Context: an optimization exercise on an open-source flow, tuned for small area, a short achievable clock period and few clock cycles per item. The choices shown serve that exercise and are no tape-out recipe.
At most, simulation tests tie the RTL to the original design; equivalence was not proved.
The RTL of runs 1 to 4 was laid out without a check of its function.
Power figures rest on the tool's default switching activity, not on a simulated workload.

$ cat flow/run.sh
#!/bin/bash
# synth_recipe.tcl (not shown) runs the flow's synth.tcl, then flattens the netlist and writes it again
# the make line also repeats each setting of config.mk as NAME=value (left out here)
make -C /OpenROAD-flow-scripts/flow DESIGN_CONFIG=/design/flow/config.mk WORK_HOME=/design/flow/orfs CLKGATE_MAP_FILE= SYNTH_SCRIPT=/design/flow/synth_recipe.tcl finish
$ cat flow/config.mk
export PLATFORM = sky130hd
export DESIGN_NAME = ipv4_route_table
export DESIGN_NICKNAME = ipv4_route_table
export VERILOG_FILES = /design/flow/design.v
export SDC_FILE = /design/flow/constraint.sdc
export NUM_CORES = 4
export LEC_CHECK = 0
export CAP_MARGIN = 20
export CORE_MARGIN = 2
export CORE_UTILIZATION = 40
export SLEW_MARGIN = 20
$ cat flow/constraint.sdc
create_clock -name core_clock -period 5.0 [get_ports {clk}]
set_input_delay 1.0000 -clock core_clock [delete_from_list [all_inputs] [get_ports {clk}]]
set_output_delay 1.0000 -clock core_clock [all_outputs]
set_load 0.01 [all_outputs]
$ cat flow/design.v
`default_nettype none
package rtm_pkg;
  localparam int ENTRIES = 16;
  localparam logic [2:0] ST_ADDED     = 3'd0;
  localparam logic [2:0] ST_DUPLICATE = 3'd1;
  localparam logic [2:0] ST_FULL      = 3'd2;
  localparam logic [2:0] ST_MATCHED   = 3'd3;
  localparam logic [2:0] ST_NO_ROUTE  = 3'd4;
endpackage
`default_nettype wire
`default_nettype none
module rtm_route_mem
(
  input  wire logic        clk,
  input  wire logic        we,
  input  wire logic [31:0] wr_dest,
  input  wire logic [31:0] wr_mask,
  input  wire logic [31:0] wr_gw,
  input  wire logic [31:0] bad_x,
  input  wire logic [31:0] bad_z,
  input  wire logic [31:0] bad_o,
  output logic             hit,
  output logic [31:0]      gw
);
  logic [31:0] dest_r;
  logic [31:0] mask_r;
  logic [31:0] gw_r;
  logic [31:0] bad;
  always_ff @(posedge clk) begin
    if (we) begin
      dest_r <= wr_dest;
      mask_r <= wr_mask;
      gw_r   <= wr_gw;
    end
  end
  always_comb begin
    for (int b = 0; b < 32; b++) begin
      bad[b] = mask_r[b] ? (dest_r[b] ? bad_o[b] : bad_z[b]) : bad_x[b];
    end
  end
  assign hit = (bad == 32'd0);
  assign gw  = gw_r;
endmodule
`default_nettype wire
`default_nettype none
module ipv4_route_table_match_core
(
  input  wire logic        clk,
  input  wire logic        rst_n,
  input  wire logic        start,
  input  wire logic        in_action,
  input  wire logic [31:0] in_address,
  input  wire logic [31:0] in_mask,
  input  wire logic [31:0] in_next_hop,
  output logic             busy,
  output logic             out_valid,
  output logic [2:0]       out_status,
  output logic [31:0]      out_gateway,
  output logic [3:0]       out_slot
);
  localparam int N = rtm_pkg::ENTRIES;
  logic        add_mode;
  logic [31:0] bad_x;
  logic [31:0] bad_z;
  logic [31:0] bad_o;
  assign add_mode = !in_action;
  assign bad_x = {32{add_mode}} & in_mask;
  assign bad_z = in_address  | ({32{add_mode}} & ~in_mask);
  assign bad_o = ~in_address | ({32{add_mode}} & ~in_mask);
  logic [N-1:0]  valid_r;      
  logic [N-1:0]  free_oh_r;    
  logic [N-1:0]  free_oh_nxt;
  logic [3:0]    count_r;      
  logic [N-1:0]  hit;
  logic [31:0]   slot_gw [0:N-1];
  genvar gi;
  generate
    for (gi = 0; gi < N; gi++) begin : g_slot
      rtm_route_mem u_slot (
        .clk     (clk),
        .we      (free_oh_nxt[gi]),
        .wr_dest (in_address & in_mask),
        .wr_mask (in_mask),
        .wr_gw   (in_next_hop),
        .bad_x   (bad_x),
        .bad_z   (bad_z),
        .bad_o   (bad_o),
        .hit     (hit[gi]),
        .gw      (slot_gw[gi])
      );
    end
  endgenerate
  logic          v1_r;
  logic          act1_r;
  logic [N-1:0]  hit1_r;
  always_ff @(posedge clk) begin
    v1_r   <= start && rst_n;
    act1_r <= in_action;
    hit1_r <= hit;
  end
  logic [N-1:0]  vhit;
  logic          dup;
  logic          full;
  logic          added;
  assign vhit  = hit1_r & valid_r;
  assign dup   = |vhit;
  assign full  = valid_r[N-1];
  assign added = v1_r && !act1_r && !dup && !full;
  assign free_oh_nxt = added ? {free_oh_r[N-2:0], 1'b0} : free_oh_r;
  always_ff @(posedge clk) begin
    if (!rst_n) begin
      valid_r   <= '0;
      free_oh_r <= {{(N-1){1'b0}}, 1'b1};
      count_r   <= '0;
    end else if (added) begin
      valid_r   <= {valid_r[N-2:0], 1'b1};
      free_oh_r <= {free_oh_r[N-2:0], 1'b0};
      count_r   <= count_r + 4'd1;
    end
  end
  logic [N-1:0]  sel;
  logic [31:0]   gw_m;
  logic [3:0]    idx_m;
  always_comb begin
    for (int i = 0; i < N; i++) begin
      sel[i] = vhit[i];
      for (int j = i + 1; j < N; j++) begin
        sel[i] = sel[i] & !vhit[j];
      end
    end
    gw_m  = '0;
    idx_m = '0;
    for (int i = 0; i < N; i++) begin
      gw_m  = gw_m  | ({32{sel[i]}} & slot_gw[i]);
      idx_m = idx_m | ({4{sel[i]}} & 4'(i));
    end
  end
  logic          out_valid_r;
  logic [2:0]    out_status_r;
  logic [31:0]   out_gw_r;
  logic [3:0]    out_slot_r;
  always_ff @(posedge clk) begin
    out_valid_r <= v1_r && rst_n;
    if (act1_r) begin
      out_status_r <= dup ? rtm_pkg::ST_MATCHED : rtm_pkg::ST_NO_ROUTE;
      out_gw_r     <= gw_m;
      out_slot_r   <= idx_m;
    end else begin
      out_status_r <= dup  ? rtm_pkg::ST_DUPLICATE :
                      full ? rtm_pkg::ST_FULL : rtm_pkg::ST_ADDED;
      out_gw_r     <= 32'd0;
      out_slot_r   <= added ? count_r : 4'd0;
    end
  end
  assign busy        = 1'b0;
  assign out_valid   = out_valid_r;
  assign out_status  = out_status_r;
  assign out_gateway = out_gw_r;
  assign out_slot    = out_slot_r;
endmodule
`default_nettype wire
`default_nettype none
module ipv4_route_table (
  input  wire logic        clk,
  input  wire logic        rst_n,
  input  wire logic        start,
  input  wire logic        in_action,
  input  wire logic [31:0] in_address,
  input  wire logic [31:0] in_mask,
  input  wire logic [31:0] in_next_hop,
  output logic             busy,
  output logic             out_valid,
  output logic [2:0]       out_status,
  output logic [31:0]      out_gateway,
  output logic [3:0]       out_slot
);
  ipv4_route_table_match_core u_core (
    .clk         (clk),
    .rst_n       (rst_n),
    .start       (start),
    .in_action   (in_action),
    .in_address  (in_address),
    .in_mask     (in_mask),
    .in_next_hop (in_next_hop),
    .busy        (busy),
    .out_valid   (out_valid),
    .out_status  (out_status),
    .out_gateway (out_gateway),
    .out_slot    (out_slot)
  );
endmodule
`default_nettype wire
==> metrics.csv, run 1 <==
stage;metric;value;unit
status;status;timing/DRC/antenna clean;
global_route;grt_pass1_wl;406;mm
placed_design;numPortBuffers;139;
drt;drc;0;
critical_path;worstSetupPathType;in -> reg;
global_route;grt_pass1_vias;40800;
sta;hold_violations;0;
finish;seqCellArea;0.0480;mm^2
clock_network;htreeDepth;4;
worst_hold_path;hp-start;u_core.valid_r[5]$_SDFFE_PN0P_;
finish;fin_nets;4774;
sta;tns;0;ns
power;power_frac_comb;6.5;%
clock_network;cts_buffers;173;
global_route;grt_use_total;38.4;%
sta;max_freq;246;MHz
sta;period_share;81.4;%
floorplanning;io_pins;141;
drt;wl_per_cell;45.9;um
clock_network;clockBufferDepth;3;
clock_network;cts_resized;0;
sta;setup_viol;0;
global_route;gr-total-overflow;0;
floorplanning;die_y;404;um
drt;drt-total-wl;317;mm
sta;layout_min_cycle_time;4.07;ns
floorplanning;start_util;40.3;%
logic_synthesis;yosys-top-cells-area;edfxtp_1 72%, xor2_1 6.9%, o21ai_0 3.8%, dfxtp_1 2.9%, o22ai_1 2.4%;
finish;drive_gt1_share;16.0;%
sta;worstMarginPinSlew;1.22;ns
critical_path;crit_start;in_address[25];
logic_synthesis;synthesis.area;0.0639;mm^2
power;swShare;24.1;%
finish;fillers;13700;
logic_synthesis;synth_top_area_share;72.2;%
clock_network;postCtsSetupBuffers;0;
drt;ant_nets;0;
critical_path;cp_max_fo;10;
placed_design;routabilityCongestion;1.07;
finish;mostFrequentLayoutCell;edfxtp_1;
clock_network;cts_num_sinks;1630;
logic_synthesis;ys_seq_area_share;75.2;%
logic_synthesis;synth_ff_type;edfxtp_1;
finish;finalInstanceArea;0.0768;mm^2
power;p_leak;25.6;nW
floorplanning;fp-row-count;146;
finish;area_growth;20.2;%
logic_synthesis;syn-num-nets;4198;
logic_synthesis;yosys.cell_types.count;60;
critical_path;r2r_start;u_core.hit1_r[12]$_DFF_P_;
clock_network;clk_pin_slew_worst_paths;0.06;ns
logic_synthesis;ys_seq_elements;1630;
worst_hold_path;hold_class;reg -> reg;
logic_synthesis;synth_edf_count;1536;
critical_path;arrival;4.73;ns
drt;vias_per_cell;6.38;
sta;final_max_slew_viol_count;0;
floorplanning;coreArea;0.158;mm^2
global_route;grt_max_degree;98;
floorplanning;fp.dieW;404;um
finish;final_cell_mix;1536 x edfxtp_1, 505 x xor2_1, 466 x o21ai_0;
clock_network;cts-root-buf;clkbuf_16;
logic_synthesis;synth_largest_area_cell;edfxtp_1;
drt;num_vias;44000;
drt;drtIter0Drc;7332;
power;p_int;22.6;mW
power;vdd_drop_max;343;uV
flow_run;maxCapViolations;0;
sta;max_slew_margin;18.5;%
floorplanning;die_area;0.163;mm^2
critical_path;cp_data_required_time;5.66;ns
logic_synthesis;synthCells;4097;
power;pwr-share-clk;42.5;%
finish;multi_input_area;0.0152;mm^2
logic_synthesis;async_flop_share;0;%
placed_design;place_hpwl;234;mm
drt;firstDrtPassIters;9;
logic_synthesis;syn_area_per_cell;15.6;um^2
critical_path;cp-start-kind;input pin;
power;p_switching;7.16;mW
placed_design;placed_area;0.0712;mm^2
clock_network;clk_latency;0.84;ns
power;powerDensity;387;mW/mm^2
sta;fin_skew;0.0374;ns
critical_path;endpoint_kind;register;
clock_network;postCtsHoldBufs;0;
global_route;grt_antenna_before_repair;30;
power;power_frac_seq;51.0;%
clock_network;cts_tree;yes;
logic_synthesis;ys_warn_count;3;
sta;rsz0062_at_grt;no;
[cells in the mapped netlist, drive strengths merged (3+ instances only)]
master and n:
nand2 99, a21boi 47, nor3 22, buf 21, or4 11, a21oi 12
a22o 35, xor2 505, inv 40, a22oi 72, o22ai 247, nand2b 29
clkinv 6, nor2b 8, o21ai 484, a222oi 103, edfxtp 1536, o221ai 9
nor2 96, a221oi 3, dfxtp 94, o22a 5, a31oi 17, nand4b 3
and2 59, nand3 48, o31a 33, xnor2 8, nand4 115, and3 4
clkbuf 197, or3 3, nor4 64, mux2 16, o2111ai 14, o2bb2ai 6
[routing by layer]
layer | vias up | track usage [%] | routed length (um)
met5 | - | 0 | 117
met4 | 18 | 22.8 | 22600
met1 | 23000 | 51.5 | 124000
met3 | 549 | 7.15 | 29200
met2 | 3049 | 58.5 | 140000
li1 | 17300 | - | -
[cell families after synthesis]
kind of cell,Yosys count,share of synthesized area (%)
DFF,1630,75.2
AOI/OAI and AO/OA,1102,11.1
adders and majority gates,1,0.0196
other,1,0.00587
and+or+nand+nor,569,4.73
xor gates and xnor gates,513,7.04
muxes,17,0.298
buffers and inverters,264,1.60
[worst max-delay path, stage by stage]
cell and delay (ns):
clkdlybuf4s50_1 0.89, xor2_1 0.37, o21ai_1 0.67, nand4_1 0.34
or4_1 0.55, nor4_1 0.44, nor4b_1 0.45
[stage by stage]
stage	hold WS (ns)	utilization [%]	instances	total power [mW]	setup slack (ns)
after floorplan	0.450	-	4097	16.0	0.913
after CTS	0.450	48.5	6887	29.8	1.07
after global placement	0.471	45.0	6569	17.3	-0.202
after detailed placement	0.477	45.0	6570	17.3	0.246
after global routing	0.449	48.5	6887	30.3	1.03
final	0.478	48.5	6896	29.7	0.930
[path summary, 6_finish.rpt]
kind | endpoint | slack [ns] | cells after the start
max | u_core.hit1_r[3]$_DFF_P_ | 0.93 | 7
min | u_core.valid_r[6]$_SDFFE_PN0P_ | 0.48 | 2
max reg2reg | u_core.g_slot[2].u_slot.dest_r[21]$_DFFE_PP_ | 1.22 | 6
min reg2reg | u_core.valid_r[6]$_SDFFE_PN0P_ | 0.48 | 2
[sequential cells by signal, indices dropped and copies added (netlist names)]
signal,cells
u_core.v1_r,1
u_core.count_r,4
u_core.out_gw_r,32
u_core.out_slot_r,4
u_core.g_slot.u_slot.gw_r,512
u_core.valid_r,16
u_core.act1_r,1
u_core.out_status_r,3
u_core.out_valid_r,1
u_core.hit1_r,16
u_core.g_slot.u_slot.dest_r,512
u_core.free_oh_r,16
u_core.g_slot.u_slot.mask_r,512
[cell type report]
type,instances,area share [%]
clock buffer,232,6.14
inverter,46,0.225
clock inverter,85,1.04
antenna,9,0.0293
multi-input combinational,2203,19.8
tap,2072,3.38
timing repair buffer,619,6.88
sequential,1630,62.5
[power by group through the flow]
stage	sequential (mW)	clock, mW	combinational (mW)
2_1_floorplan	15.4	0	0.602
6_report	15.2	12.6	1.94
3_3_place_gp	15.4	0	1.86
5_1_grt	15.2	13.2	1.93
3_5_place_dp	15.5	0	1.86
4_1_cts	15.2	12.7	1.87
==> inputs of run 2 (changes only) <==
--- a/flow/config.mk
+++ b/flow/config.mk
@@ -9,3 +9,6 @@
 export CORE_MARGIN = 2
 export CORE_UTILIZATION = 40
+export CTS_CLUSTER_DIAMETER = 60
+export CTS_CLUSTER_SIZE = 30
+export SETUP_SLACK_MARGIN = 2.6
 export SLEW_MARGIN = 20
==> run 2 against run 1 <==
Against the previous run: now fails the layout checks on max-capacitance violations, max-slew violations; sequential share of layout area decreased by 6.6 points; cell area increased by 12%; largest cell class unchanged; first-iteration DRC count increased by 43%; maximum frequency increased by 43%.
==> metrics.csv, run 2 <==
stage;metric;value;unit
critical_path;cp_max_fo;7;
sta;max_slew_margin;-19.1;%
status;violations;max-capacitance violations, max-slew violations;
finish;finalInstanceArea;0.0860;mm^2
drt;vias_per_cell;6.97;
finish;utilization;54.3;%
sta;period_share;56.9;%
global_route;grt_pass1_vias;45100;
critical_path;r2r_setup_slack;2.16;ns
drt;drt-total-wl;378;mm
critical_path;cp_slowest_stage_delay;0.50;ns
power;p_leak;29.4;nW
placed_design;place_hpwl;224;mm
critical_path;arrival;3.45;ns
logic_synthesis;synth_largest_area_cell;edfxtp_1;
clock_network;clk_latency;0.84;ns
clock_network;postCtsHoldBufs;0;
logic_synthesis;synthesis.area;0.0639;mm^2
sta;setup_viol;0;
floorplanning;start_util;40.3;%
power;vdd_drop_max;373;uV
power;p_switching;7.68;mW
logic_synthesis;async_flop_share;0;%
floorplanning;fp.dieW;404;um
finish;fin_nets;5147;
placed_design;dpl.cell_count;6520;
placed_design;place_ws;0.408;ns
critical_path;cpLargestDelayFamily;buffers and inverters;
finish;reg.largest.list;u_core.g_slot.u_slot.dest_r: 512 flops, u_core.g_slot.u_slot.gw_r: 512 flops, u_core.g_slot.u_slot.mask_r: 512 flops;
sta;hold_violations;0;
global_route;gr-total-overflow;0;
finish;final_cells;7250;
flow_run;maxCapViolations;1;
sta;rsz0062_at_grt;yes;
logic_synthesis;ys_seq_area_share;75.2;%
logic_synthesis;synthSimpleGateAreaFrac;4.73;%
sta;max_freq;352;MHz
global_route;grt.busiest_layer;met2;
logic_synthesis;synth.most_common_cell;edfxtp_1;
sta;final_max_slew_viol_count;12;
critical_path;r2r_end;u_core.g_slot[11].u_slot.gw_r[13]$_DFFE_PP_;
logic_synthesis;synth_top_area_share;72.2;%
clock_network;cts_buffers;130;
critical_path;endpoint_kind;register;
critical_path;r2r_start;u_core.hit1_r[8]$_DFF_P_;
drt;wl_per_cell;52.2;um
worst_hold_path;hold_path_end;u_core.valid_r[2]$_SDFFE_PN0P_;
logic_synthesis;synth_fa_ha_area_share;0.0196;%
finish;mostFrequentLayoutCell;edfxtp_1;
power;power_frac_comb;8.5;%
clock_network;clk_pin_slew_worst_paths;0.10;ns
critical_path;crit_buf_inv;5;
global_route;grt_pass1_wl;460;mm
critical_path;cp-start-kind;register;
logic_synthesis;syn-num-nets;4198;
floorplanning;coreArea;0.158;mm^2
power;power_frac_seq;51.7;%
floorplanning;die_y;404;um
power;swShare;26.2;%
drt;num_vias;50500;
global_route;use_met1;53.4;%
finish;multi_input_area;0.0179;mm^2
finish;drive_gt1_share;29.3;%
logic_synthesis;synth-compound-area-share;11.1;%
power;p_int;21.6;mW
floorplanning;io_pins;141;
global_route;grt_use_met3;15.9;%
critical_path;reg2reg_depth;9;
sta;layout_min_cycle_time;2.84;ns
logic_synthesis;synth-xor-area-share;7.04;%
power;pwr-share-clk;39.8;%
drt;ant_nets;0;
logic_synthesis;yosys-top-cells-area;edfxtp_1 72%, xor2_1 6.9%, o21ai_0 3.8%, dfxtp_1 2.9%, o22ai_1 2.4%;
worst_hold_path;hp-start;u_core.valid_r[1]$_SDFFE_PN0P_;
worst_hold_path;hold_depth;2;
placed_design;numPortBuffers;139;
logic_synthesis;synth_commonest_cells;1536 x edfxtp_1, 505 x xor2_1, 482 x o21ai_0, 247 x o22ai_1, 197 x clkbuf_1;
logic_synthesis;ys_seq_elements;1630;
global_route;grt_antenna_before_repair;31;
worst_hold_path;hold_class;reg -> reg;
status;status;failed layout checks;
logic_synthesis;syn_area_per_cell;15.6;um^2
sta;layout_setup_ws;2.16;ns
critical_path;worstSetupPathType;reg -> reg;
finish;area_growth;34.7;%
floorplanning;fp-row-count;146;
global_route;grt_max_degree;39;
clock_network;htreeDepth;4;
sta;fin_skew;0.0610;ns
drt;drtIter0Drc;10500;
placed_design;placed_area;0.0709;mm^2
finish;fillers;12600;
critical_path;crit_slowest_cell;mux2_8;
logic_synthesis;yosys.cell_types.count;60;
logic_synthesis;synth_top_family_by_area;compound AO/OA/AOI/OAI gates;
clock_network;cts_num_sinks;1630;
drt;drc;0;
placed_design;routabilityCongestion;1.12;
drt;firstDrtPassIters;9;
logic_synthesis;synth_edf_count;1536;
power;powerDensity;341;mW/mm^2
finish;seqCellArea;0.0480;mm^2
clock_network;clockBufferDepth;3;
sta;whs;0.485;ns
clock_network;cts-root-buf;clkbuf_16;
logic_synthesis;synth_ff_type;edfxtp_1;
global_route;gr-usage-met2;62.8;%
logic_synthesis;synthCells;4097;
global_route;grt_use_total;43.9;%
power;total_power;29.3;mW
critical_path;crit_chain;a22oi_2, nand4_1, nor4_4, buf_6, buf_12, buf_16, mux2_8, buf_12, buf_16;
floorplanning;die_area;0.163;mm^2
sta;worstMarginPinSlew;1.79;ns
finish;final_cell_mix;1536 x edfxtp_1, 499 x xor2_1, 407 x buf_4;
critical_path;cp_data_required_time;5.60;ns
logic_synthesis;ys_warn_count;3;
clock_network;cts_tree;yes;
logic_synthesis;synthMuxAreaShare;0.298;%
sta;tns;0;ns
==> run 2: cell count changes in the layout (fill, tap and decap cells not counted), sizes merged, moves of 3 or more <==
cell / delta
clkdlybuf4s50: -103
bufbuf: +5
clkdlybuf4s15: +51
clkinvlp: +20
buf: +313
clkinv: -35
diode: +13
mux2: +75
bufinv: +3
inv: +30
clkbuf: -42
dlygate4sd2: +19
==> run 2: layout make-up <==
type / count / share of cell area [%]
Sequential cell: 1630 / 55.9
Inverter: 46 / 0.288
Timing Repair Buffer: 956 / 14.5
Clock inverter: 103 / 1.52
Multi-Input combinational cell: 2282 / 20.8
Clock buffer: 139 / 3.97
Antenna cell: 22 / 0.0640
Tap cell: 2072 / 3.01
==> run 2: timing repair <==
| action | CTS | global route |
|---|---|---|
| pin swaps | 84 | 58 |
| gates resized for setup | 959 | 264 |
| setup endpoints to repair | 1676 | 1611 |
| buffers inserted | 187 | 71 |
| cloned | 146 | 59 |
==> run 2: worst max-delay path by stage <==
stage / to / start / cells after the start
2_1_floorplan: u_core.g_slot[0].u_slot.dest_r[0]$_DFFE_PP_ / u_core.valid_r[7]$_SDFFE_PN0P_ / 6
3_5_place_dp: u_core.hit1_r[8]$_DFF_P_ / in_mask[22] / 10
3_3_place_gp: u_core.hit1_r[8]$_DFF_P_ / in_mask[22] / 10
5_1_grt: u_core.g_slot[11].u_slot.gw_r[26]$_DFFE_PP_ / u_core.hit1_r[9]$_DFF_P_ / 9
6_report: u_core.g_slot[11].u_slot.gw_r[13]$_DFFE_PP_ / u_core.hit1_r[8]$_DFF_P_ / 9
4_1_cts: u_core.g_slot[6].u_slot.mask_r[26]$_DFFE_PP_ / u_core.hit1_r[10]$_DFF_P_ / 9
==> run 2: per-layer routing <==
metal / part of all wire, % / vias up
met5: 0.066 / -
met4: 11 / 24
met3: 15 / 1440
met2: 41 / 5197
met1: 33 / 25500
li1: - / 18300
==> run 2: logic make-up (layout without fill, tap and decap cells) <==
group	Yosys count	count (layout)
xor gates and xnor gates	513	513
other	1	23
buffers and inverters	264	1244
and+or+nand+nor	569	573
DFF	1630	1630
AOI/OAI and AO/OA	1102	1102
adders and majority gates	1	1
muxes	17	92
==> run 2: worst min-delay path, delay by kind of cell, from the launching register on <==
kind | cells | cell delay (ns)
compound gates | 1 | 0.07
simple gates | 1 | 0.06
flops | 1 | 0.34
==> run 2: power by group through the flow <==
stage / clock network [mW] / registers (mW) / logic [mW]
finish: 11.7 / 15.2 / 2.49
global route: 12.1 / 15.2 / 2.43
CTS: 11.6 / 15.1 / 2.17
detailed placement: 0 / 15.4 / 1.80
global placement: 0 / 15.4 / 1.80
floorplan: 0 / 15.4 / 0.608
==> inputs of run 3 (changes only) <==
--- a/flow/config.mk
+++ b/flow/config.mk
@@ -8,7 +8,7 @@
 export CAP_MARGIN = 20
 export CORE_MARGIN = 2
-export CORE_UTILIZATION = 40
+export CORE_UTILIZATION = 50
 export CTS_CLUSTER_DIAMETER = 60
 export CTS_CLUSTER_SIZE = 30
-export SETUP_SLACK_MARGIN = 2.6
+export SETUP_SLACK_MARGIN = 2.0
 export SLEW_MARGIN = 20
==> run 3 against run 2 <==
Against the previous run: now clean on timing, DRC and antenna; maximum frequency down 14%; sequential share of layout area is 6.9 points higher; core utilization is 5.8 points higher; total power is 3.2% lower; routed wire length down 14%; combinational power shrank about 20%; synthesized cell count is the same; clock skew is 0.0098 ns lower; clock-buffer cell count increased by 9; sequential power about the same.
==> metrics.csv, run 3 <==
stage;metric;value;unit
clock_network;htreeDepth;4;
logic_synthesis;synth_ff_type;edfxtp_1;
drt;drtIter0Drc;10000;
logic_synthesis;synthCells;4097;
sta;rsz0062_at_grt;yes;
global_route;grt_pass1_wl;412;mm
floorplanning;start_util;50.2;%
sta;hold_violations;0;
finish;reg.largest.list;u_core.g_slot.u_slot.dest_r: 512 flops, u_core.g_slot.u_slot.gw_r: 512 flops, u_core.g_slot.u_slot.mask_r: 512 flops;
floorplanning;die_area;0.131;mm^2
power;p_switching;6.95;mW
critical_path;r2r_start;u_core.hit1_r[10]$_DFF_P_;
logic_synthesis;synth_commonest_cells;1536 x edfxtp_1, 505 x xor2_1, 482 x o21ai_0, 247 x o22ai_1, 197 x clkbuf_1;
power;swShare;24.5;%
placed_design;place_hpwl;224;mm
critical_path;cp-start-kind;input pin;
critical_path;cp_max_fo;16;
placed_design;placed_area;0.0706;mm^2
power;p_int;21.4;mW
clock_network;clockBufferDepth;3;
critical_path;arrival;3.98;ns
floorplanning;fp.dieW;361;um
sta;setup_viol;0;
sta;final_max_slew_viol_count;0;
floorplanning;fp-row-count;131;
clock_network;clk_latency;0.82;ns
critical_path;r2r_setup_slack;2.02;ns
logic_synthesis;ys_seq_area_share;75.2;%
sta;worstMarginPinSlew;1.35;ns
global_route;grt_max_degree;56;
sta;period_share;66.0;%
logic_synthesis;async_flop_share;0;%
placed_design;dpl.cell_count;6148;
floorplanning;coreArea;0.127;mm^2
sta;fin_skew;0.0511;ns
worst_hold_path;hold_path_end;u_core.valid_r[5]$_SDFFE_PN0P_;
finish;area_growth;19.7;%
power;powerDensity;371;mW/mm^2
logic_synthesis;synthesis.area;0.0639;mm^2
logic_synthesis;synth_top_area_share;72.2;%
critical_path;endpoint_kind;register;
flow_run;maxCapViolations;0;
logic_synthesis;syn_area_per_cell;15.6;um^2
critical_path;r2r_end;u_core.g_slot[5].u_slot.dest_r[31]$_DFFE_PP_;
drt;wl_per_cell;50.1;um
worst_hold_path;hold_class;reg -> reg;
drt;drt-total-wl;324;mm
worst_hold_path;hp-start;u_core.valid_r[4]$_SDFFE_PN0P_;
sta;max_freq;303;MHz
sta;max_slew_margin;10.1;%
clock_network;cts_tree;yes;
finish;final_cells;6454;
drt;vias_per_cell;7.21;
finish;drive_gt1_share;17.8;%
drt;ant_nets;0;
drt;firstDrtPassIters;11;
floorplanning;io_pins;141;
clock_network;cts_num_sinks;1630;
critical_path;cp_data_required_time;5.68;ns
logic_synthesis;yosys.cell_types.count;60;
drt;drc;0;
floorplanning;die_y;361;um
clock_network;clk_pin_slew_worst_paths;0.09;ns
global_route;grt_antenna_before_repair;48;
finish;final_cell_mix;1536 x edfxtp_1, 504 x xor2_1, 445 x o21ai_0;
drt;num_vias;46500;
clock_network;cts_buffers;131;
logic_synthesis;ys_warn_count;3;
power;pwr-share-clk;39.6;%
placed_design;routabilityCongestion;1.13;
worst_hold_path;hold_depth;2;
placed_design;numPortBuffers;139;
clock_network;postCtsHoldBufs;0;
power;p_leak;25.7;nW
critical_path;worstSetupPathType;in -> reg;
power;power_frac_seq;53.4;%
logic_synthesis;synth.most_common_cell;edfxtp_1;
global_route;gr-total-overflow;0;
sta;whs;0.489;ns
finish;utilization;60.1;%
sta;layout_min_cycle_time;3.30;ns
placed_design;place_ws;0.317;ns
sta;tns;0;ns
clock_network;cts-root-buf;clkbuf_16;
logic_synthesis;syn-num-nets;4198;
power;total_power;28.4;mW
finish;finalInstanceArea;0.0765;mm^2
sta;layout_setup_ws;1.70;ns
global_route;grt_use_total;48.9;%
global_route;grt_pass1_vias;42300;
critical_path;reg2reg_depth;6;
logic_synthesis;yosys-top-cells-area;edfxtp_1 72%, xor2_1 6.9%, o21ai_0 3.8%, dfxtp_1 2.9%, o22ai_1 2.4%;
power;power_frac_comb;7.0;%
logic_synthesis;ys_seq_elements;1630;
status;status;timing/DRC/antenna clean;
power;vdd_drop_max;357;uV
finish;mostFrequentLayoutCell;edfxtp_1;
finish;fin_nets;4761;
logic_synthesis;synth_largest_area_cell;edfxtp_1;
logic_synthesis;synth_edf_count;1536;
-- run 3: what timing repair did --
action / CTS / global route
endpoints found under the setup margin: 1391 / 781
pin swaps: 11 / 18
endpoints found under the hold margin: 0 / 0
resized for setup: 111 / 117
setup buffers: 6 / 7
gates cloned: 24 / 4
-- run 3: cell families after synthesis --
| logic type | Yosys count | share of synthesized area (%) |
|---|---|---|
| other | 1 | 0.00587 |
| XOR/XNOR | 513 | 7.04 |
| flip-flops | 1630 | 75.2 |
| multiplexers | 17 | 0.298 |
| buffers and inverters | 264 | 1.60 |
| adder cells (fa/ha/maj) | 1 | 0.0196 |
| AND/OR/NAND/NOR | 569 | 4.73 |
| AO/OA/AOI/OAI | 1102 | 11.1 |
-- run 3: worst max-delay path by stage --
| stage | slack, ns | end | start |
|---|---|---|---|
| after floorplan | 1.66 | u_core.g_slot[12].u_slot.dest_r[0]$_DFFE_PP_ | u_core.valid_r[7]$_SDFFE_PN0P_ |
| after global placement | 0.32 | u_core.hit1_r[7]$_DFF_P_ | in_address[26] |
| after detailed placement | 0.32 | u_core.hit1_r[3]$_DFF_P_ | in_mask[17] |
| after CTS | 1.82 | u_core.hit1_r[3]$_DFF_P_ | in_address[17] |
| after global routing | 1.88 | u_core.hit1_r[14]$_DFF_P_ | in_address[2] |
| final | 1.70 | u_core.hit1_r[14]$_DFF_P_ | in_address[2] |
-- run 3: power by group through the flow --
stage	Clock [mW]	Sequential, mW	Combinational (mW)
2_1_floorplan	0	15.4	0.603
3_3_place_gp	0	15.5	1.79
3_5_place_dp	0	15.5	1.79
4_1_cts	11.2	15.2	1.84
5_1_grt	11.7	15.2	1.95
6_report	11.2	15.2	1.98
-- run 3: metal layers --
| metal | global-route usage [%] | vias up | part of all wire, % |
|---|---|---|---|
| met5 | 0 | - | 0.047 |
| met4 | 38.6 | 22 | 10 |
| met3 | 15.7 | 1090 | 14 |
| met2 | 70.6 | 4519 | 42 |
| met1 | 61.0 | 23500 | 34 |
| li1 | - | 17400 | - |
-- run 3: layout make-up --
class                           instances  area [um^2]
Timing Repair Buffer                  624         5510
Tap cell                             1662         2080
Sequential cell                      1630        48000
Fill cell                            9605        50700
Clock inverter                         88         1030
Multi-Input combinational cell       2227        16000
Clock buffer                          148         3540
Inverter                               46          205
Antenna cell                           29         72.6
-- run 3: worst max-delay path, stage by stage --
cell             delay (ns)
clkdlybuf4s50_1        0.49
buf_12                 0.21
xor2_1                 0.17
o21ai_1                0.15
nand4_1                0.78
nor3_4                 0.58
nand2_2                0.12
nor4_4                 0.42
==> inputs of run 4 (changes only) <==
--- a/flow/design.v
+++ b/flow/design.v
@@ -70,5 +70,5 @@
   logic [N-1:0]  valid_r;      
   logic [N-1:0]  free_oh_r;    
-  logic [N-1:0]  free_oh_nxt;
+  logic [N-1:0]  wr_en;
   logic [3:0]    count_r;      
   logic [N-1:0]  hit;
@@ -79,5 +79,5 @@
       rtm_route_mem u_slot (
         .clk     (clk),
-        .we      (free_oh_nxt[gi]),
+        .we      (wr_en[gi]),
         .wr_dest (in_address & in_mask),
         .wr_mask (in_mask),
@@ -107,5 +107,5 @@
   assign full  = valid_r[N-1];
   assign added = v1_r && !act1_r && !dup && !full;
-  assign free_oh_nxt = added ? {free_oh_r[N-2:0], 1'b0} : free_oh_r;
+  assign wr_en = {free_oh_r[N-2:0], 1'b0} | (free_oh_r & {N{!added}});
   always_ff @(posedge clk) begin
     if (!rst_n) begin
--- a/flow/config.mk
+++ b/flow/config.mk
@@ -6,9 +6,9 @@
 export NUM_CORES = 4
 export LEC_CHECK = 0
-export CAP_MARGIN = 20
+export CAP_MARGIN = 35
 export CORE_MARGIN = 2
-export CORE_UTILIZATION = 50
+export CORE_UTILIZATION = 55
 export CTS_CLUSTER_DIAMETER = 60
 export CTS_CLUSTER_SIZE = 30
-export SETUP_SLACK_MARGIN = 2.0
-export SLEW_MARGIN = 20
+export SETUP_SLACK_MARGIN = 2.5
+export SLEW_MARGIN = 35
==> run 4 against run 3 <==
Against the previous run: worst setup slack better by 0.42 ns; cell area up 6.2%; cell count up 2.0%; maximum frequency up 15%; critical endpoint is now u_core.g_slot[2].u_slot.mask_r[3]$_DFFE_PP_; area after synthesis up 1.1%.
==> metrics.csv, run 4 <==
stage;metric;value;unit
status;status;timing/DRC/antenna clean;
logic_synthesis;synth_largest_area_cell;edfxtp_1;
logic_synthesis;ys_seq_elements;1630;
logic_synthesis;synth_commonest_cells;1536 x edfxtp_1, 582 x o21ai_0, 512 x xor2_1, 256 x o22ai_1, 239 x clkbuf_1;
clock_network;clockBufferDepth;3;
global_route;gr-total-overflow;0;
finish;utilization;69.8;%
sta;max_slew_margin;22.9;%
critical_path;arrival;3.33;ns
logic_synthesis;ys_warn_count;3;
clock_network;htreeDepth;3;
worst_hold_path;hold_class;reg -> reg;
logic_synthesis;synth_edf_count;1536;
placed_design;place_hpwl;184;mm
drt;vias_per_cell;7.56;
sta;hold_violations;0;
sta;rsz0062_at_grt;yes;
global_route;grt_antenna_before_repair;34;
global_route;grt_max_degree;65;
power;pwr-share-clk;38.1;%
placed_design;numPortBuffers;139;
logic_synthesis;synthesis.area;0.0646;mm^2
clock_network;cts_tree;yes;
sta;max_freq;347;MHz
clock_network;postCtsHoldBufs;0;
drt;wl_per_cell;49.0;um
sta;layout_min_cycle_time;2.88;ns
floorplanning;die_area;0.120;mm^2
drt;drc;0;
flow_run;maxCapViolations;0;
logic_synthesis;synthSimpleGateAreaFrac;5.55;%
logic_synthesis;syn_area_per_cell;14.9;um^2
floorplanning;fp.dieW;347;um
power;swShare;25.6;%
drt;ant_nets;0;
floorplanning;start_util;55.5;%
critical_path;endpoint_kind;register;
logic_synthesis;synthCells;4325;
power;power_frac_seq;54.7;%
sta;fin_skew;0.0537;ns
logic_synthesis;synth-compound-area-share;11.4;%
logic_synthesis;synth_ff_type;edfxtp_1;
sta;worstMarginPinSlew;1.15;ns
floorplanning;coreArea;0.116;mm^2
critical_path;cp-start-kind;register;
logic_synthesis;synth-xor-area-share;6.96;%
finish;area_growth;25.8;%
logic_synthesis;synth_top_family_by_area;compound AO/OA/AOI/OAI gates;
drt;num_vias;49800;
logic_synthesis;synth_top_area_share;71.4;%
critical_path;cp_max_fo;22;
logic_synthesis;syn-num-nets;4426;
floorplanning;io_pins;141;
logic_synthesis;ys_seq_area_share;74.4;%
logic_synthesis;yosys.cell_types.count;50;
finish;drive_gt1_share;21.2;%
finish;finalInstanceArea;0.0812;mm^2
global_route;grt_pass1_vias;43200;
floorplanning;die_y;347;um
power;power_frac_comb;7.1;%
finish;fillers;7558;
drt;drtIter0Drc;10200;
global_route;grt_pass1_wl;393;mm
power;powerDensity;343;mW/mm^2
power;p_switching;7.13;mW
drt;drt-total-wl;323;mm
logic_synthesis;async_flop_share;0;%
logic_synthesis;synth.most_common_cell;edfxtp_1;
power;vdd_drop_max;367;uV
logic_synthesis;synth_fa_ha_area_share;0.0194;%
clock_network;clk_latency;0.79;ns
critical_path;worstSetupPathType;reg -> reg;
drt;firstDrtPassIters;8;
finish;fin_nets;5035;
logic_synthesis;yosys-top-cells-area;edfxtp_1 71%, xor2_1 6.9%, o21ai_0 4.5%, dfxtp_1 2.9%, o22ai_1 2.5%;
sta;period_share;57.6;%
finish;reg.largest.list;u_core.g_slot.u_slot.dest_r: 512 flops, u_core.g_slot.u_slot.gw_r: 512 flops, u_core.g_slot.u_slot.mask_r: 512 flops;
critical_path;cp_data_required_time;5.45;ns
floorplanning;fp-row-count;125;
finish;mostFrequentLayoutCell;edfxtp_1;
clock_network;clk_pin_slew_worst_paths;0.08;ns
sta;tns;0;ns
clock_network;cts_buffers;119;
power;p_int;20.7;mW
placed_design;routabilityCongestion;1.13;
global_route;grt_use_total;49.5;%
clock_network;cts_num_sinks;1630;
clock_network;cts-root-buf;clkbuf_16;
placed_design;placed_area;0.0692;mm^2
sta;final_max_slew_viol_count;0;
logic_synthesis;synthMuxAreaShare;0;%
sta;setup_viol;0;
power;p_leak;27.7;nW
finish;final_cell_mix;1536 x edfxtp_1, 512 x xor2_1, 502 x o21ai_0;
## run 4: repair_timing
action | in CTS | in global routing
buffers inserted | 103 | 71
pin swaps | 39 | 50
gates resized for setup | 501 | 279
gates cloned | 99 | 80
endpoints found under the setup margin | 1678 | 1586
## run 4: stage by stage
step | std cells | total power [mW] | setup slack [ns] | hold WS (ns)
after floorplan | 4325 | 16.1 | 2.17 | 0.430
after global placement | 5978 | 17.1 | 0.367 | 0.464
after detailed placement | 5983 | 17.1 | 0.626 | 0.475
after CTS | 6412 | 27.5 | 2.17 | 0.487
after global routing | 6565 | 28.2 | 2.18 | 0.513
final | 6586 | 27.8 | 2.12 | 0.479
## run 4: area by class of cell
type / count / area [um^2] / share of cell area [%]
inverters: 33 / 191 / 0.236
clock inverters: 104 / 1230 / 1.52
multi-input cells: 2442 / 16900 / 20.8
flip-flops and latches: 1630 / 48000 / 59.1
repair buffers: 708 / 9910 / 12.2
diodes: 22 / 55.1 / 0.0678
well taps: 1524 / 1910 / 2.35
clock buffers: 123 / 3020 / 3.72
## run 4: final timing paths
kind | start | endpoint | slack (ns) | cells past startpoint
max | u_core.hit1_r[12]$_DFF_P_ | u_core.g_slot[2].u_slot.mask_r[3]$_DFFE_PP_ | 2.12 | 9
min | u_core.valid_r[3]$_SDFFE_PN0P_ | u_core.valid_r[3]$_SDFFE_PN0P_ | 0.48 | 2
max reg2reg | u_core.hit1_r[12]$_DFF_P_ | u_core.g_slot[2].u_slot.mask_r[3]$_DFFE_PP_ | 2.12 | 9
min reg2reg | u_core.valid_r[3]$_SDFFE_PN0P_ | u_core.valid_r[3]$_SDFFE_PN0P_ | 0.48 | 2
## run 4: cells by family after synthesis
kind of cell | Yosys count
flops | 1630
simple gates | 673
compound gates | 1220
other cells | 1
buf+inv | 287
fa+ha+maj | 1
xor+xnor | 513
## run 4: layer usage
metal  share of wire, %  track usage (%)
met1                 31             61.3
met3                 16             15.7
met5              0.051                0
met2                 41             71.8
met4                 12             40.1
## run 4: power groups by stage
stage / logic, mW / registers [mW] / clock network (mW)
after floorplan: 0.645 / 15.5 / 0
after detailed placement: 1.53 / 15.5 / 0
after CTS: 1.75 / 15.2 / 10.5
after global routing: 1.95 / 15.2 / 11.0
final: 1.98 / 15.2 / 10.6
after global placement: 1.53 / 15.5 / 0
## run 4: worst max-delay path, cell delays in order (launching register included)
cell	delay (ns)
dfxtp_4	0.40
a22oi_2	0.34
nand4_1	0.21
or4_4	0.65
buf_12	0.19
buf_6	0.12
nand2_4	0.07
nand2b_4	0.15
buf_12	0.17
buf_16	0.16
==> inputs of run 5 (changes only) <==
--- a/flow/design.v
+++ b/flow/design.v
@@ -14,5 +14,5 @@
   input  wire logic        clk,
   input  wire logic        we,
-  input  wire logic [31:0] wr_dest,
+  input  wire logic [31:0] wr_ndest,    
   input  wire logic [31:0] wr_mask,
   input  wire logic [31:0] wr_gw,
@@ -23,5 +23,5 @@
   output logic [31:0]      gw
 );
-  logic [31:0] dest_r;
+  logic [31:0] ndest_r;
   logic [31:0] mask_r;
   logic [31:0] gw_r;
@@ -29,12 +29,12 @@
   always_ff @(posedge clk) begin
     if (we) begin
-      dest_r <= wr_dest;
-      mask_r <= wr_mask;
-      gw_r   <= wr_gw;
+      ndest_r <= wr_ndest;
+      mask_r  <= wr_mask;
+      gw_r    <= wr_gw;
     end
   end
   always_comb begin
     for (int b = 0; b < 32; b++) begin
-      bad[b] = mask_r[b] ? (dest_r[b] ? bad_o[b] : bad_z[b]) : bad_x[b];
+      bad[b] = mask_r[b] ? (ndest_r[b] ? bad_z[b] : bad_o[b]) : bad_x[b];
     end
   end
@@ -61,11 +61,19 @@
   localparam int N = rtm_pkg::ENTRIES;
   logic        add_mode;
-  logic [31:0] bad_x;
-  logic [31:0] bad_z;
-  logic [31:0] bad_o;
+  logic        v0_r;
+  logic        act0_r;
+  logic [31:0] bad_x_r;
+  logic [31:0] bad_z_r;
+  logic [31:0] bad_o_r;
+  logic [31:0] gw0_r;
   assign add_mode = !in_action;
-  assign bad_x = {32{add_mode}} & in_mask;
-  assign bad_z = in_address  | ({32{add_mode}} & ~in_mask);
-  assign bad_o = ~in_address | ({32{add_mode}} & ~in_mask);
+  always_ff @(posedge clk) begin
+    v0_r    <= start && rst_n;
+    act0_r  <= in_action;
+    bad_x_r <= {32{add_mode}} & in_mask;
+    bad_z_r <= in_address  | ({32{add_mode}} & ~in_mask);
+    bad_o_r <= ~in_address | ({32{add_mode}} & ~in_mask);
+    gw0_r   <= in_next_hop;
+  end
   logic [N-1:0]  valid_r;      
   logic [N-1:0]  free_oh_r;    
@@ -80,10 +88,10 @@
         .clk     (clk),
         .we      (wr_en[gi]),
-        .wr_dest (in_address & in_mask),
-        .wr_mask (in_mask),
-        .wr_gw   (in_next_hop),
-        .bad_x   (bad_x),
-        .bad_z   (bad_z),
-        .bad_o   (bad_o),
+        .wr_ndest(bad_o_r),        
+        .wr_mask (bad_x_r),        
+        .wr_gw   (gw0_r),
+        .bad_x   (bad_x_r),
+        .bad_z   (bad_z_r),
+        .bad_o   (bad_o_r),
         .hit     (hit[gi]),
         .gw      (slot_gw[gi])
@@ -95,6 +103,6 @@
   logic [N-1:0]  hit1_r;
   always_ff @(posedge clk) begin
-    v1_r   <= start && rst_n;
-    act1_r <= in_action;
+    v1_r   <= v0_r && rst_n;
+    act1_r <= act0_r;
     hit1_r <= hit;
   end
==> run 5 against run 4 <==
Against the previous run: core utilization is 5.1 points lower; die area grew 5.4%; first-iteration DRC count shrank 23%; area after synthesis rose by 5.5%; cell area fell by 1.8%; routed wire length down 19%; sequential share of layout area increased by 4.5 points; maximum frequency increased by 7.8%; critical path depth fell by 2; largest cell class unchanged; largest power group unchanged.
==> metrics.csv, run 5 <==
stage;metric;value;unit
critical_path;r2r_start;u_core.bad_o_r[13]$_DFF_P_;
sta;setup_viol;0;
critical_path;crit_slowest_cell;nand4_1;
clock_network;clk_latency;0.81;ns
critical_path;cp_data_required_time;5.70;ns
logic_synthesis;synth_ff_type;edfxtp_1;
clock_network;postCtsHoldBufs;0;
clock_network;clk_pin_slew_worst_paths;0.09;ns
drt;drtIter0Drc;7859;
floorplanning;io_pins;141;
sta;max_slew_margin;29.6;%
logic_synthesis;synth_fa_ha_area_share;0.0184;%
critical_path;r2r_end;u_core.hit1_r[14]$_DFF_P_;
logic_synthesis;ys_seq_elements;1760;
clock_network;htreeDepth;4;
placed_design;placed_area;0.0725;mm^2
logic_synthesis;ys_seq_area_share;74.3;%
floorplanning;fp.dieW;356;um
global_route;grt_pass1_wl;345;mm
drt;num_vias;44900;
sta;layout_min_cycle_time;2.67;ns
finish;drive_gt1_share;27.0;%
sta;final_max_slew_viol_count;0;
logic_synthesis;ys_warn_count;3;
global_route;grt_use_total;40.5;%
finish;fillers;8900;
global_route;gr-total-overflow;0;
critical_path;cpLargestDelayFamily;simple AND/OR/NAND/NOR gates;
critical_path;r2r_setup_slack;2.33;ns
flow_run;maxCapViolations;0;
global_route;grt_pass1_vias;41400;
sta;whs;0.360;ns
clock_network;cts_tree;yes;
finish;final_cells;6330;
finish;final_cell_mix;1536 x edfxtp_1, 485 x mux2_2, 219 x buf_4;
critical_path;cp-start-kind;register;
floorplanning;die_y;356;um
critical_path;reg2reg_depth;7;
drt;drc;0;
finish;reg.largest.list;u_core.g_slot.u_slot.gw_r: 512 flops, u_core.g_slot.u_slot.mask_r: 512 flops, u_core.g_slot.u_slot.ndest_r: 512 flops;
power;p_leak;26.5;nW
sta;max_freq;375;MHz
critical_path;worstSetupPathType;reg -> reg;
logic_synthesis;synth_commonest_cells;1536 x edfxtp_1, 488 x mux2_2, 224 x dfxtp_1, 209 x o22ai_1, 199 x a22oi_1;
sta;tns;0;ns
clock_network;cts_buffers;138;
sta;worstMarginPinSlew;1.06;ns
drt;wl_per_cell;41.5;um
global_route;grt_max_degree;68;
logic_synthesis;async_flop_share;0;%
power;vdd_drop_max;421;uV
logic_synthesis;yosys.cell_types.count;58;
critical_path;crit_start;u_core.bad_o_r[13]$_DFF_P_;
sta;period_share;53.4;%
drt;vias_per_cell;7.09;
finish;area_growth;17.1;%
finish;utilization;64.7;%
floorplanning;die_area;0.127;mm^2
logic_synthesis;syn_area_per_cell;16.3;um^2
clock_network;cts-root-buf;clkbuf_16;
global_route;grt_antenna_before_repair;25;
critical_path;crit_end;u_core.hit1_r[14]$_DFF_P_;
logic_synthesis;synthCells;4188;
worst_hold_path;hold_class;reg -> reg;
logic_synthesis;synth_largest_area_cell;edfxtp_1;
placed_design;place_hpwl;155;mm
placed_design;numPortBuffers;139;
floorplanning;coreArea;0.123;mm^2
logic_synthesis;synth_top_family_by_area;compound AO/OA/AOI/OAI gates;
placed_design;dpl.cell_count;5933;
logic_synthesis;synth-xor-area-share;0.0129;%
critical_path;arrival;3.37;ns
critical_path;cpMostUsedCell;buf_4;
placed_design;routabilityCongestion;1.02;
sta;hold_violations;0;
logic_synthesis;synth_edf_count;1536;
logic_synthesis;synthMuxAreaShare;8.45;%
drt;drt-total-wl;262;mm
status;status;timing/DRC/antenna clean;
drt;firstDrtPassIters;7;
logic_synthesis;syn-num-nets;4289;
critical_path;crit_chain;buf_4, mux2_2, a22o_1, a221oi_1, nand4_1, nor4_2, buf_4;
critical_path;endpoint_kind;register;
logic_synthesis;synthesis.area;0.0681;mm^2
clock_network;cts_num_sinks;1760;
critical_path;cp.depth;7;
power;powerDensity;381;mW/mm^2
sta;fin_skew;0.0388;ns
sta;rsz0062_at_grt;yes;
logic_synthesis;synth-compound-area-share;10.0;%
floorplanning;fp-row-count;129;
finish;mostFrequentLayoutCell;edfxtp_1;
critical_path;cp_max_fo;13;
critical_path;cp_slowest_stage_delay;0.55;ns
logic_synthesis;synth_top_area_share;67.7;%
finish;seqCellArea;0.0508;mm^2
critical_path;crit_buf_inv;2;
logic_synthesis;synth.most_common_cell;edfxtp_1;
finish;multi_input_area;0.0173;mm^2
finish;finalInstanceArea;0.0797;mm^2
logic_synthesis;synthSimpleGateAreaFrac;5.55;%
floorplanning;start_util;55.2;%
finish;fin_nets;4673;
logic_synthesis;yosys-top-cells-area;edfxtp_1 68%, mux2_2 8.1%, dfxtp_1 6.6%, a22oi_1 2.2%, o22ai_1 1.9%;
drt;ant_nets;0;
clock_network;clockBufferDepth;3;
-- run 5: cell count changes after synthesis, moves of 63 or more --
cell	delta
xor2_1	-512
mux2_2	+488
o21ai_0	-479
nand2b_1	+131
dfxtp_1	+130
nand4_1	-112
a22oi_1	+104
and3_1	+63
-- run 5: through the flow --
| step | worst slack (ns) | power (mW) |
|---|---|---|
| 6_report | 2.33 | 30.4 |
| 4_1_cts | 2.49 | 30.2 |
| 3_5_place_dp | 1.15 | 18.4 |
| 2_1_floorplan | 2.42 | 17.4 |
| 3_3_place_gp | 1.14 | 18.4 |
| 5_1_grt | 2.33 | 31.0 |
-- run 5: logic make-up after synthesis --
| kind of cell | count (synthesis) |
|---|---|
| buffers and inverters | 276 |
| multiplexers | 514 |
| other | 1 |
| flip-flops | 1760 |
| XOR/XNOR | 1 |
| adder cells (fa/ha/maj) | 1 |
| AO/OA/AOI/OAI | 951 |
| AND/OR/NAND/NOR | 684 |
-- run 5: cell type report --
type,count,share of cell area (%)
diodes,12,0.0377
clock buffers,156,4.72
clock inverters,93,1.49
inverters,56,0.370
multi-input cells,2178,21.7
flip-flops and latches,1760,63.7
well taps,1637,2.57
repair buffers,438,5.48
-- run 5: power by group --
part | leakage [nW] | switching (mW) | total, mW | internal [mW]
Clock | 2.40 | 5.76 | 12.1 | 6.35
Combinational | 8.08 | 1.13 | 1.76 | 0.624
Sequential | 16.0 | 0.353 | 16.5 | 16.2
Total | 26.5 | 7.25 | 30.4 | 23.2
-- run 5: worst min path at each step --
stage / cells past startpoint / from / endpoint
3_5_place_dp: 0 / u_core.act0_r$_DFF_P_ / u_core.act1_r$_DFF_P_
4_1_cts: 0 / u_core.act0_r$_DFF_P_ / u_core.act1_r$_DFF_P_
3_3_place_gp: 0 / u_core.act0_r$_DFF_P_ / u_core.act1_r$_DFF_P_
5_1_grt: 0 / u_core.act0_r$_DFF_P_ / u_core.act1_r$_DFF_P_
6_report: 0 / u_core.act0_r$_DFF_P_ / u_core.act1_r$_DFF_P_
2_1_floorplan: 0 / u_core.act0_r$_DFF_P_ / u_core.act1_r$_DFF_P_
-- run 5: what timing repair did --
| action | 4_1_cts | 5_1_grt |
|---|---|---|
| setup buffers | 29 | 73 |
| gates resized for setup | 180 | 103 |
| pin swaps | 12 | 21 |
| setup endpoints to repair | 1660 | 712 |
| cloned | 24 | 9 |
| endpoints found under the hold margin | 0 | 0 |
-- run 5: metal layers --
metal	vias to the layer above	wire (um)	track usage, %
li1	17800	-	-
met1	22600	90200	50.7
met2	3599	118000	61.7
met3	846	30000	9.57
met4	12	23900	30.0
met5	-	101	0
Testbench counts of run 5, summed over its fixed seeds: cycles 19,488, items 19,200.
==> inputs of run 6 (changes only) <==
--- a/flow/design.v
+++ b/flow/design.v
@@ -20,5 +20,5 @@
   input  wire logic [31:0] bad_z,
   input  wire logic [31:0] bad_o,
-  output logic             hit,
+  output logic [1:0]       hit,
   output logic [31:0]      gw
 );
@@ -39,5 +39,5 @@
     end
   end
-  assign hit = (bad == 32'd0);
+  assign hit = {bad[31:16] == 16'd0, bad[15:0] == 16'd0};
   assign gw  = gw_r;
 endmodule
@@ -80,5 +80,6 @@
   logic [N-1:0]  wr_en;
   logic [3:0]    count_r;      
-  logic [N-1:0]  hit;
+  logic [N-1:0]  hit_lo;       
+  logic [N-1:0]  hit_hi;       
   logic [31:0]   slot_gw [0:N-1];
   genvar gi;
@@ -94,5 +95,5 @@
         .bad_z   (bad_z_r),
         .bad_o   (bad_o_r),
-        .hit     (hit[gi]),
+        .hit     ({hit_hi[gi], hit_lo[gi]}),
         .gw      (slot_gw[gi])
       );
@@ -101,9 +102,11 @@
   logic          v1_r;
   logic          act1_r;
-  logic [N-1:0]  hit1_r;
+  logic [N-1:0]  hit1_lo_r;
+  logic [N-1:0]  hit1_hi_r;
   always_ff @(posedge clk) begin
     v1_r   <= v0_r && rst_n;
     act1_r <= act0_r;
-    hit1_r <= hit;
+    hit1_lo_r <= hit_lo;
+    hit1_hi_r <= hit_hi;
   end
   logic [N-1:0]  vhit;
@@ -111,5 +114,5 @@
   logic          full;
   logic          added;
-  assign vhit  = hit1_r & valid_r;
+  assign vhit  = hit1_lo_r & hit1_hi_r & valid_r;
   assign dup   = |vhit;
   assign full  = valid_r[N-1];
--- a/flow/config.mk
+++ b/flow/config.mk
@@ -11,4 +11,4 @@
 export CTS_CLUSTER_DIAMETER = 60
 export CTS_CLUSTER_SIZE = 30
-export SETUP_SLACK_MARGIN = 2.5
+export SETUP_SLACK_MARGIN = 2.9
 export SLEW_MARGIN = 35
==> run 6 against run 5 <==
Against the previous run: clock power shrank 5%; routed wire length shrank 7.6%; largest cell class unchanged; global-route usage shrank 4.4 points; clock skew shrank 0.0048 ns; cell area grew 5.5%; highest routed layer unchanged; sequential share of layout area shrank 2.9 points; worst setup slack gained 0.22 ns.
==> metrics.csv, run 6 <==
stage;metric;value;unit
clock_network;htreeDepth;4;
finish;finalInstanceArea;0.0841;mm^2
drt;firstDrtPassIters;7;
logic_synthesis;ys_warn_count;3;
finish;fin_nets;4660;
finish;reg.largest.list;u_core.g_slot.u_slot.gw_r: 512 flops, u_core.g_slot.u_slot.mask_r: 512 flops, u_core.g_slot.u_slot.ndest_r: 512 flops;
drt;wl_per_cell;38.5;um
drt;drt-total-wl;242;mm
placed_design;placed_area;0.0714;mm^2
logic_synthesis;synth_largest_area_cell;edfxtp_1;
placed_design;numPortBuffers;139;
critical_path;endpoint_kind;register;
logic_synthesis;yosys-top-cells-area;edfxtp_1 69%, mux2_2 8.6%, dfxtp_1 7.2%, o22ai_1 2.5%, a22oi_1 2.3%;
logic_synthesis;synthesis.area;0.0670;mm^2
logic_synthesis;synthSimpleGateAreaFrac;3.50;%
critical_path;r2r_setup_slack;2.55;ns
floorplanning;start_util;55.2;%
sta;rsz0062_at_grt;yes;
drt;drtIter0Drc;7798;
logic_synthesis;synth-xor-area-share;0.0131;%
critical_path;worstSetupPathType;reg -> reg;
critical_path;cp_max_fo;8;
flow_run;maxCapViolations;0;
clock_network;cts_tree;yes;
status;status;timing/DRC/antenna clean;
logic_synthesis;yosys.cell_types.count;58;
critical_path;cp-start-kind;register;
logic_synthesis;synth_top_area_share;68.9;%
floorplanning;fp.dieW;353;um
sta;whs;0.442;ns
clock_network;clockBufferDepth;3;
logic_synthesis;syn-num-nets;4009;
logic_synthesis;synthCells;3908;
sta;final_max_slew_viol_count;0;
finish;drive_gt1_share;34.4;%
logic_synthesis;ys_seq_elements;1776;
finish;mostFrequentLayoutCell;edfxtp_1;
logic_synthesis;synth_fa_ha_area_share;0.0187;%
logic_synthesis;synth_ff_type;edfxtp_1;
floorplanning;die_y;353;um
global_route;grt_antenna_before_repair;15;
clock_network;postCtsHoldBufs;0;
global_route;gr-total-overflow;0;
critical_path;reg2reg_depth;13;
power;p_leak;27.6;nW
power;vdd_drop_max;399;uV
global_route;grt_use_total;36.0;%
clock_network;cts_num_sinks;1776;
worst_hold_path;hp-start;u_core.v0_r$_DFF_P_;
drt;drc;0;
sta;fin_skew;0.0340;ns
global_route;grt_pass1_vias;41900;
critical_path;r2r_start;u_core.hit1_hi_r[10]$_DFF_P_;
sta;tns;0;ns
finish;final_cell_mix;1536 x edfxtp_1, 512 x mux2_2, 268 x o22ai_1;
sta;worstMarginPinSlew;1.05;ns
logic_synthesis;synth-compound-area-share;10.5;%
worst_hold_path;hold_depth;1;
floorplanning;die_area;0.125;mm^2
critical_path;r2r_end;u_core.g_slot[8].u_slot.gw_r[6]$_DFFE_PP_;
floorplanning;io_pins;141;
logic_synthesis;syn_area_per_cell;17.1;um^2
finish;area_growth;25.6;%
critical_path;cp_data_required_time;5.52;ns
sta;period_share;49.0;%
logic_synthesis;synth_edf_count;1536;
logic_synthesis;synth_commonest_cells;1536 x edfxtp_1, 512 x mux2_2, 268 x o22ai_1, 240 x dfxtp_1, 202 x a22oi_1;
logic_synthesis;synth_top_family_by_area;compound AO/OA/AOI/OAI gates;
floorplanning;coreArea;0.121;mm^2
finish;fillers;7756;
worst_hold_path;hold_class;reg -> reg;
floorplanning;fp-row-count;128;
sta;hold_violations;0;
global_route;grt_pass1_wl;315;mm
clock_network;cts-root-buf;clkbuf_16;
logic_synthesis;ys_seq_area_share;76.0;%
critical_path;arrival;2.97;ns
logic_synthesis;async_flop_share;0;%
sta;max_slew_margin;30.0;%
placed_design;place_hpwl;116;mm
sta;max_freq;408;MHz
logic_synthesis;synth.most_common_cell;edfxtp_1;
clock_network;clk_pin_slew_worst_paths;0.08;ns
drt;ant_nets;0;
drt;num_vias;44700;
clock_network;cts_buffers;134;
drt;vias_per_cell;7.09;
logic_synthesis;synthMuxAreaShare;8.61;%
global_route;grt_max_degree;98;
worst_hold_path;hold_path_end;u_core.v1_r$_DFF_P_;
power;powerDensity;353;mW/mm^2
placed_design;routabilityCongestion;0.900;
clock_network;clk_latency;0.78;ns
sta;setup_viol;0;
sta;layout_min_cycle_time;2.45;ns
## run 6: area by class of cell
class | count | area, um^2 | area share (%)
flip-flops and latches | 1776 | 51100 | 60.8
multi-input cells | 1956 | 16700 | 19.8
repair buffers | 657 | 9420 | 11.2
clock buffers | 157 | 3690 | 4.39
well taps | 1625 | 2030 | 2.42
clock inverters | 86 | 961 | 1.14
inverters | 34 | 218 | 0.259
diodes | 4 | 10.0 | 0.0119
## run 6: metrics by stage
step	cells	setup slack, ns	util, %	power, mW
floorplan	3908	2.52	-	17.5
global placement	5633	1.17	58.8	18.3
detailed placement	5639	1.11	58.9	18.3
CTS	6123	2.71	66.6	29.6
global route	6291	2.52	69.4	30.4
finish	6295	2.55	69.4	29.7
## run 6: how the worst max path moves through the flow
stage	from	endpoint	slack, ns
floorplan	u_core.valid_r[5]$_SDFFE_PN0P_	u_core.g_slot[10].u_slot.gw_r[0]$_DFFE_PP_	2.52
global placement	u_core.valid_r[14]$_SDFFE_PN0P_	u_core.g_slot[1].u_slot.ndest_r[3]$_DFFE_PP_	1.17
detailed placement	u_core.valid_r[14]$_SDFFE_PN0P_	u_core.g_slot[1].u_slot.ndest_r[0]$_DFFE_PP_	1.11
CTS	u_core.out_gw_r[2]$_SDFF_PN0_	out_gateway[2]	2.71
global route	u_core.valid_r[10]$_SDFFE_PN0P_	u_core.free_oh_r[2]$_SDFFE_PN0P_	2.52
finish	u_core.hit1_hi_r[10]$_DFF_P_	u_core.g_slot[8].u_slot.gw_r[6]$_DFFE_PP_	2.55
## run 6: what timing repair did
item | 4_1_cts | 5_1_grt
pin swaps | 26 | 36
gates cloned | 82 | 88
setup buffers | 159 | 80
gates resized for setup | 512 | 204
endpoints found under the setup margin | 1683 | 1644
## run 6: logic make-up (layout without fill, tap and decap cells)
logic type               after synthesis  count (layout)
flip-flops                          1776            1776
AND/OR/NAND/NOR                      441             488
multiplexers                         512             512
adder cells (fa/ha/maj)                1               1
XOR/XNOR                               1               1
other                                  1               5
AO/OA/AOI/OAI                        953             953
buffers and inverters                223             934
## run 6: power by group
group          total (mW)  switching (mW)  internal (mW)
Combinational        1.52           0.906          0.615
Clock                11.5            5.56           5.94
Sequential           16.7           0.399           16.3
## run 6: layer usage
metal	share of wire, %	global-route usage, %	vias up
li1	-	-	17600
met1	36	49.6	22600
met2	44	53.6	3830
met3	14	10.6	701
met4	6.0	15.9	10
met5	0.028	0	-
## run 6: critical path, cell delays in order (launching register included)
cell and delay (ns):
dfxtp_1 0.34, nand3_2 0.11, nand4_1 0.20, nor2_4 0.21, buf_12 0.12, nand4_1 0.14
buf_6 0.20, buf_16 0.16, nand2_8 0.08, nand2b_4 0.08, buf_12 0.15, buf_6 0.11
buf_12 0.12, clkbuf_16 0.18
Testbench counts of run 6, summed over its fixed seeds: cycles 19,488, items 19,200.
==> inputs of run 7 (changes only) <==
--- a/flow/config.mk
+++ b/flow/config.mk
@@ -11,4 +11,4 @@
 export CTS_CLUSTER_DIAMETER = 60
 export CTS_CLUSTER_SIZE = 30
-export SETUP_SLACK_MARGIN = 2.9
+export SETUP_SLACK_MARGIN = 2.75
 export SLEW_MARGIN = 35
==> run 7 against run 6 <==
Against the previous run: first-iteration DRC count is 3.6% lower; clock power about the same; area after synthesis unchanged; cell area down 3.7%; sequential cell count unchanged; cell count fell by 2.5%; sequential power about the same; critical endpoint is now u_core.g_slot[1].u_slot.ndest_r[20]$_DFFE_PP_; highest routed layer unchanged.
==> metrics.csv, run 7 <==
stage;metric;value;unit
power;vdd_drop_max;418;uV
global_route;grt_use_total;34.9;%
status;status;timing/DRC/antenna clean;
finish;reg.largest.list;u_core.g_slot.u_slot.gw_r: 512 flops, u_core.g_slot.u_slot.mask_r: 512 flops, u_core.g_slot.u_slot.ndest_r: 512 flops;
global_route;gr-total-overflow;0;
floorplanning;fp-row-count;128;
critical_path;arrival;2.79;ns
global_route;grt_max_degree;98;
sta;max_freq;428;MHz
finish;drive_gt1_share;31.0;%
drt;num_vias;43100;
worst_hold_path;hp-start;u_core.v0_r$_DFF_P_;
finish;final_cells;6137;
logic_synthesis;yosys.cell_types.count;58;
placed_design;place_hpwl;116;mm
clock_network;clk_pin_slew_worst_paths;0.09;ns
sta;fin_skew;0.0339;ns
critical_path;r2r_setup_slack;2.66;ns
power;powerDensity;366;mW/mm^2
flow_run;maxCapViolations;0;
sta;whs;0.439;ns
logic_synthesis;synth_top_area_share;68.9;%
critical_path;cp_max_fo;10;
placed_design;dpl.cell_count;5639;
logic_synthesis;ys_warn_count;3;
finish;finalInstanceArea;0.0810;mm^2
sta;layout_min_cycle_time;2.34;ns
logic_synthesis;synth_commonest_cells;1536 x edfxtp_1, 512 x mux2_2, 268 x o22ai_1, 240 x dfxtp_1, 202 x a22oi_1;
global_route;grt_antenna_before_repair;13;
floorplanning;die_area;0.125;mm^2
sta;max_slew_margin;32.4;%
logic_synthesis;synth.most_common_cell;edfxtp_1;
drt;firstDrtPassIters;6;
drt;drc;0;
clock_network;htreeDepth;4;
clock_network;cts_num_sinks;1776;
logic_synthesis;ys_seq_area_share;76.0;%
sta;layout_setup_ws;2.66;ns
drt;drtIter0Drc;7518;
logic_synthesis;syn-num-nets;4009;
power;p_leak;26.2;nW
placed_design;routabilityCongestion;0.900;
logic_synthesis;synthesis.area;0.0670;mm^2
logic_synthesis;synthCells;3908;
logic_synthesis;syn_area_per_cell;17.1;um^2
drt;vias_per_cell;7.03;
placed_design;numPortBuffers;139;
floorplanning;start_util;55.2;%
finish;fin_nets;4499;
critical_path;worstSetupPathType;reg -> reg;
sta;period_share;46.8;%
critical_path;cp-start-kind;register;
worst_hold_path;hold_class;reg -> reg;
sta;hold_violations;0;
critical_path;crit_start;u_core.hit1_lo_r[14]$_DFF_P_;
finish;area_growth;20.9;%
sta;setup_viol;0;
critical_path;cp_data_required_time;5.45;ns
logic_synthesis;yosys-top-cells-area;edfxtp_1 69%, mux2_2 8.6%, dfxtp_1 7.2%, o22ai_1 2.5%, a22oi_1 2.3%;
sta;worstMarginPinSlew;1.01;ns
placed_design;place_ws;1.11;ns
floorplanning;die_y;353;um
critical_path;r2r_start;u_core.hit1_lo_r[14]$_DFF_P_;
clock_network;clk_latency;0.77;ns
sta;tns;0;ns
drt;wl_per_cell;37.3;um
sta;final_max_slew_viol_count;0;
clock_network;cts_tree;yes;
clock_network;clockBufferDepth;3;
power;total_power;29.6;mW
finish;mostFrequentLayoutCell;edfxtp_1;
floorplanning;coreArea;0.121;mm^2
logic_synthesis;synth_largest_area_cell;edfxtp_1;
clock_network;cts-root-buf;clkbuf_16;
global_route;grt_pass1_vias;41200;
logic_synthesis;async_flop_share;0;%
finish;final_cell_mix;1536 x edfxtp_1, 512 x mux2_2, 268 x o22ai_1;
logic_synthesis;synth_edf_count;1536;
logic_synthesis;synth_ff_type;edfxtp_1;
floorplanning;fp.dieW;353;um
clock_network;postCtsHoldBufs;0;
drt;ant_nets;0;
sta;rsz0062_at_grt;yes;
global_route;grt_pass1_wl;307;mm
finish;utilization;66.8;%
clock_network;cts_buffers;134;
placed_design;placed_area;0.0714;mm^2
critical_path;endpoint_kind;register;
floorplanning;io_pins;141;
logic_synthesis;ys_seq_elements;1776;
drt;drt-total-wl;229;mm
-- run 7: cell counts after synthesis --
Identical to the previous run, type by type.
-- run 7: worst paths after layout --
kind                                                   end  cells after the start
max          u_core.g_slot[1].u_slot.ndest_r[20]$_DFFE_PP_                     12
min                                    u_core.v1_r$_DFF_P_                      1
max reg2reg  u_core.g_slot[1].u_slot.ndest_r[20]$_DFFE_PP_                     12
min reg2reg                            u_core.v1_r$_DFF_P_                      1
-- run 7: what timing repair did --
action / in CTS / in global routing
endpoints found under the setup margin: 1681 / 1442
gates resized for setup: 380 / 147
buffers inserted: 92 / 38
cloned: 53 / 64
pin swaps: 19 / 10
-- run 7: power breakdown --
part           switching (mW)  internal [mW]  leakage [nW]  total, mW
clock network            5.53           5.94          2.28       11.5
registers               0.399           16.3          16.1       16.7
logic                   0.871          0.574          7.82       1.44
-- run 7: logic make-up (layout without fill, tap and decap cells) --
| group | count (synthesis) | in the layout | share of synthesized area (%) |
|---|---|---|---|
| compound gates | 953 | 953 | 10.5 |
| xor+xnor | 1 | 1 | 0.0131 |
| fa+ha+maj | 1 | 1 | 0.0187 |
| buf+inv | 223 | 789 | 1.34 |
| flops | 1776 | 1776 | 76.0 |
| mux | 512 | 512 | 8.61 |
| other cells | 1 | 8 | 0.00560 |
| simple gates | 441 | 472 | 3.50 |
-- run 7: cell type report --
type / count / area [um^2]
well taps: 1625 / 2030
diodes: 7 / 17.5
fillers: 8160 / 40200
inverters: 34 / 214
clock buffers: 157 / 3690
clock inverters: 86 / 961
multi-input cells: 1940 / 16200
repair buffers: 512 / 6760
flip-flops and latches: 1776 / 51100
-- run 7: routing by layer --
layer | wire, um | track usage [%] | up-vias
met4 | 11800 | 15.3 | 6
met5 | 42 | 0 | -
met2 | 102000 | 52.0 | 3479
met1 | 85200 | 48.4 | 21800
li1 | - | - | 17200
met3 | 30200 | 9.93 | 610
-- run 7: critical path, cell delays in order, from the launching register on --
cell      delay, ns
dfxtp_2        0.46
nand3_4        0.11
nand4_4        0.12
nor2_4         0.07
buf_12         0.12
nand4_1        0.09
buf_6          0.16
buf_12         0.12
buf_16         0.15
nand2_8        0.07
buf_12         0.19
buf_4          0.14
nand2b_2       0.23

Setup slack of run 7, layout unchanged: 2.661 ns with ideal ports, 2.661 ns with driving cells assumed (clock clkbuf_16, inputs buf_2), 2.661 ns with port delays also shifted by the 0.833 ns mid clock arrival.
